Source: an optimization exercise on an open RTL-to-GDS flow (aim: small area and a short achievable clock period). Production flows keep margins and buffers that such runs may drop.
RTL that was checked went through simulation tests only; none was proved equivalent to the original.
Power and IR drop assume default switching activity.

run 1:
// mecobo_core
module mecobo_core
(
  input  logic                        sys_clk,
  input  logic                        global_clock_reset,
  input  logic                        host_cs,
  input  logic                        host_wr,
  input  logic [7:0]                  host_addr,
  input  logic [15:0]                 host_wdata,
  output logic [15:0]                 host_rdata,
  output logic [8-1:0] pins
);
Settings: LEC_CHECK=0, CAP_MARGIN=20, CORE_MARGIN=2, CORE_UTILIZATION=55, CTS_BUF_LIST=sky130_fd_sc_hd__clkbuf_16, CTS_CLUSTER_DIAMETER=60, CTS_CLUSTER_SIZE=30, PLACE_DENSITY=0.7, SETUP_SLACK_MARGIN=3.4, SLEW_MARGIN=20, TNS_END_PERCENT=20; clock period 6.0 ns.
run.sh (not shown) runs the stock make flow with config.mk's settings and CLKGATE_MAP_FILE= SYNTH_SCRIPT=/design/flow/synth_recipe.tcl, a recipe that flattens the netlist after the stock synthesis.
Changes in run 2 relative to run 1:
Settings: SYNTH_HIERARCHICAL newly set to 1; SYNTH_MINIMUM_KEEP_SIZE newly set to 0.
Results
- Compared with run 1, run 2 improves via count.
- Of the two values seen for end of the critical path, host_rdata[6] was produced by run 1 and host_rdata[14] by run 2.
- Diff run 1 -> run 2: power density over the cells shows a reduction of 4.5 mW/mm^2, die outline area shows an increase of 1.5%, global-route usage shows a reduction of 1.4 points.
- In run 2, the non-clock inverter instance count of the final layout came out 5 above the value in run 1.
- Compared with run 1, run 2 has less setup slack.
For run 3, these inputs were changed with respect to run 2:
Settings: removing SYNTH_MINIMUM_KEEP_SIZE (formerly 0); changing CAP_MARGIN from 20 to 10; removing SYNTH_HIERARCHICAL (formerly 1); changing SLEW_MARGIN from 20 to 10; removing TNS_END_PERCENT (formerly 20).
[summary]
- In run 3 relative to run 2, routed wire length had gone up by a few percent.
- From run 2 to run 3 the numbers moved as follows: design area grew by 420 um^2, placed standard-cell area decreased 0.69%, minimum clock period after layout shows a reduction of 0.38 ns, number of antenna violations at the first check in global routing went down.
- On fraction of power consumed by the clock network, run 3 and run 2 are basically level.
Relative to run 3, the following input files were edited for run 4:
Settings: SYNTH_HIERARCHICAL now 1, previously not set; SYNTH_MINIMUM_KEEP_SIZE now 0, previously not set.
### Flow results
- Iteration count of the initial detailed-routing pass in run 4 is 1 lower than in run 3
- Number of pins with negative max-slew slack in the final report came out exactly the same in run 4 and run 3.
- Comparing run 4 and run 3, number of gates resized after CTS is lower on run 3.
Modified inputs, run 5 compared to run 4
Settings: a deleted SYNTH_MINIMUM_KEEP_SIZE that had been 0; a deleted SYNTH_HIERARCHICAL that had been 1; a change of CAP_MARGIN from 10 to 20; a change of SLEW_MARGIN from 10 to 20.
Findings:
[run 5 vs run 4] critical path depth: higher in run 5
In the metrics for run 4 and run 5, the one carrying the lower vias per cell is run 4.
Pin slew with the least headroom to its limit for run 5: 0.15 ns down relative to run 4
| number of setup buffers added after CTS | higher: run 5 |
Run 5 vs run 4 — number of iterations in the first detailed-routing pass rose 1.
Master of the slowest instance on the critical path: dfxtp_4 -> run 4, a2111o_1 -> run 5
Relative to run 4, the synthesized cell count of run 5 is higher by about 0.7%.
Comparing run 4 and run 5, the higher overall routing resource usage was measured on run 5.


== job 101 ==
Another version of the RTL of mecobo_core (not shown whole).
For scale: about 4900 cells after synthesis, roughly 1700 flip-flops, roughly 52 I/O pins.
Settings: LEC_CHECK=0, CAP_MARGIN=20, CORE_MARGIN=2, CORE_UTILIZATION=55, CTS_BUF_LIST=sky130_fd_sc_hd__clkbuf_16, CTS_CLUSTER_DIAMETER=60, CTS_CLUSTER_SIZE=30, PLACE_DENSITY=0.7, SETUP_SLACK_MARGIN=3.4, SLEW_MARGIN=20; clock period 6.0 ns.
standard.sh (not shown) runs the stock make flow with config.mk's settings and CLKGATE_MAP_FILE= SYNTH_SCRIPT=/design/flow/synth_recipe.tcl, a recipe that flattens the netlist after the stock synthesis.
==> flow/flow/run.sh <==
#!/bin/bash
# Standard layout, with the port buffers inserted as buf_4 cells instead of
# the buffer_ports default.
set -euo pipefail
bash standard.sh 'BUFFER_PORTS_ARGS=-buffer_cell sky130_fd_sc_hd__buf_4' finish > standard_flow.log 2>&1
Input changes introduced in job 102 (baseline for comparison: job 101):
Settings: ABC_AREA now 1, previously not set.
==> flow/run.sh (new file) <==
#!/bin/bash
# synth_recipe.tcl (not shown) runs the flow's synth.tcl, then flattens the netlist and writes it again
# the make line also repeats each setting of config.mk as NAME=value (left out here)
make -C /OpenROAD-flow-scripts/flow DESIGN_CONFIG=/design/flow/config.mk WORK_HOME=/design/flow/orfs CLKGATE_MAP_FILE= SYNTH_SCRIPT=/design/flow/synth_recipe.tcl finish
removed: flow/flow/run.sh
removed: flow/standard.sh
--- outcome ---
Job 102 ended up with i_scheduler.head1[32] as its capturing instance or port of the critical path; job 101 ended up with i_scheduler.mem[3][19].
The final worst clock skew on job 102 is in line with that on job 101.
From job 101 to job 102 the numbers moved as follows: number of unique standard cell types used by synthesis fell 12, final period demand of the worst path has decreased.
[inputs] job 103 vs job 102
Settings: ABC_AREA no longer set, was 1; SYNTH_MINIMUM_KEEP_SIZE now 0, previously not set; SYNTH_HIERARCHICAL now 1, previously not set.
[summary]
Going from job 102 to job 103, the number of instances in the synthesized netlist was found to have gone down by 18%. In job 103, final critical-path required period is lower than in job 102. in2reg as the classification of the worst setup path was reported by job 103, and reg2reg by job 102. Final design instance area without fill went down slightly going from job 102 to job 103. For job 103, the start point of the critical path was host_addr[5], unlike job 102, where it was i_scheduler.due. Compared job 103 vs job 102, and number of buffers other than clock buffers in the final layout is up in job 103. Route | job 103 vs job 102 | wire shorter in job 103. The achievable frequency of job 103 was superior to that of job 102. Die area was lower in job 103 than in job 102. Against job 102, job 103 reports a cell area after synthesis that is lower. Looking at number of antenna violations at the first check in global routing, job 103 sits above job 102. Summary — post-route worst hold slack, job 103 relative to job 102: lower, by 0.0062 ns.
Relative to job 103, the following input files were edited for job 104:
Settings: removing SYNTH_HIERARCHICAL (formerly 1); removing SYNTH_MINIMUM_KEEP_SIZE (formerly 0).
Findings:
Going from job 103 to job 104, share of layout cells above drive strength 1 went down 2.9 points, setup slack went down 0.10 ns, floorplan core area went down 3.0%.
Job 104 supports a lower top clock frequency than job 103.
Changes in job 105 relative to job 104:
Settings: CTS_CLUSTER_DIAMETER: 60 -> 80.
### Flow results
Job 104 → job 105: wire length of the first global-routing pass saw a decrease, final setup slack of the worst path moved down, routed via count moved down.
No functional check of the RTL was part of any run of this note.

-- re-timing with driven ports --
The results above use ideal ports. As a check the final layouts listed here were re-extracted and re-timed, cells and wires unchanged.
Step 1 (the two cells are an assumption about what drives the block):
set clk [get_ports {sys_clk}]
set_driving_cell -lib_cell sky130_fd_sc_hd__clkbuf_16 $clk
set_driving_cell -lib_cell sky130_fd_sc_hd__buf_2 [delete_from_list [all_inputs] $clk]
Step 2, shift: input delay + t, output delay - t, t = (earliest + latest rising clock arrival at the registers) / 2. This alone moves slack from input paths to output paths.
a / b / c = ideal / step 1 / step 2; a / b = the first two.
| run | shift t [ns] | slack for setup (ns) | worst slew at a driven data input, ns |
|---|---|---|---|
| run 1 | 0.822 | 3.053 / 2.979 / 2.615 | 0.18 |
| run 2 | 0.824 | 3.035 / 2.966 / 2.521 | 0.15 |
| run 3 | 0.833 | 3.418 / 3.342 / 2.640 | 0.21 |
| run 4 | 0.825 | 3.355 / 3.355 / 2.621 | 0.15 |
| run 5 | 0.830 | 3.358 / 3.344 / 2.623 | 0.21 |
| job 101 | 0.830 | 3.129 / 3.129 / 2.528 | 0.13 |
| job 102 | 0.854 | 3.318 / 3.318 / 2.585 | 0.15 |
| job 103 | 0.828 | 3.394 / 3.360 / 2.604 | 0.15 |
| job 104 | 0.811 | 3.292 / 3.325 / 2.513 | 0.14 |
| job 105 | 0.772 | 3.221 / 3.264 / 2.492 | 0.12 |
After both steps setup and hold are still met in every run listed. The setup slack of job 103, which loses most, moves by -0.034 ns with the drivers and by -0.790 ns with both steps.
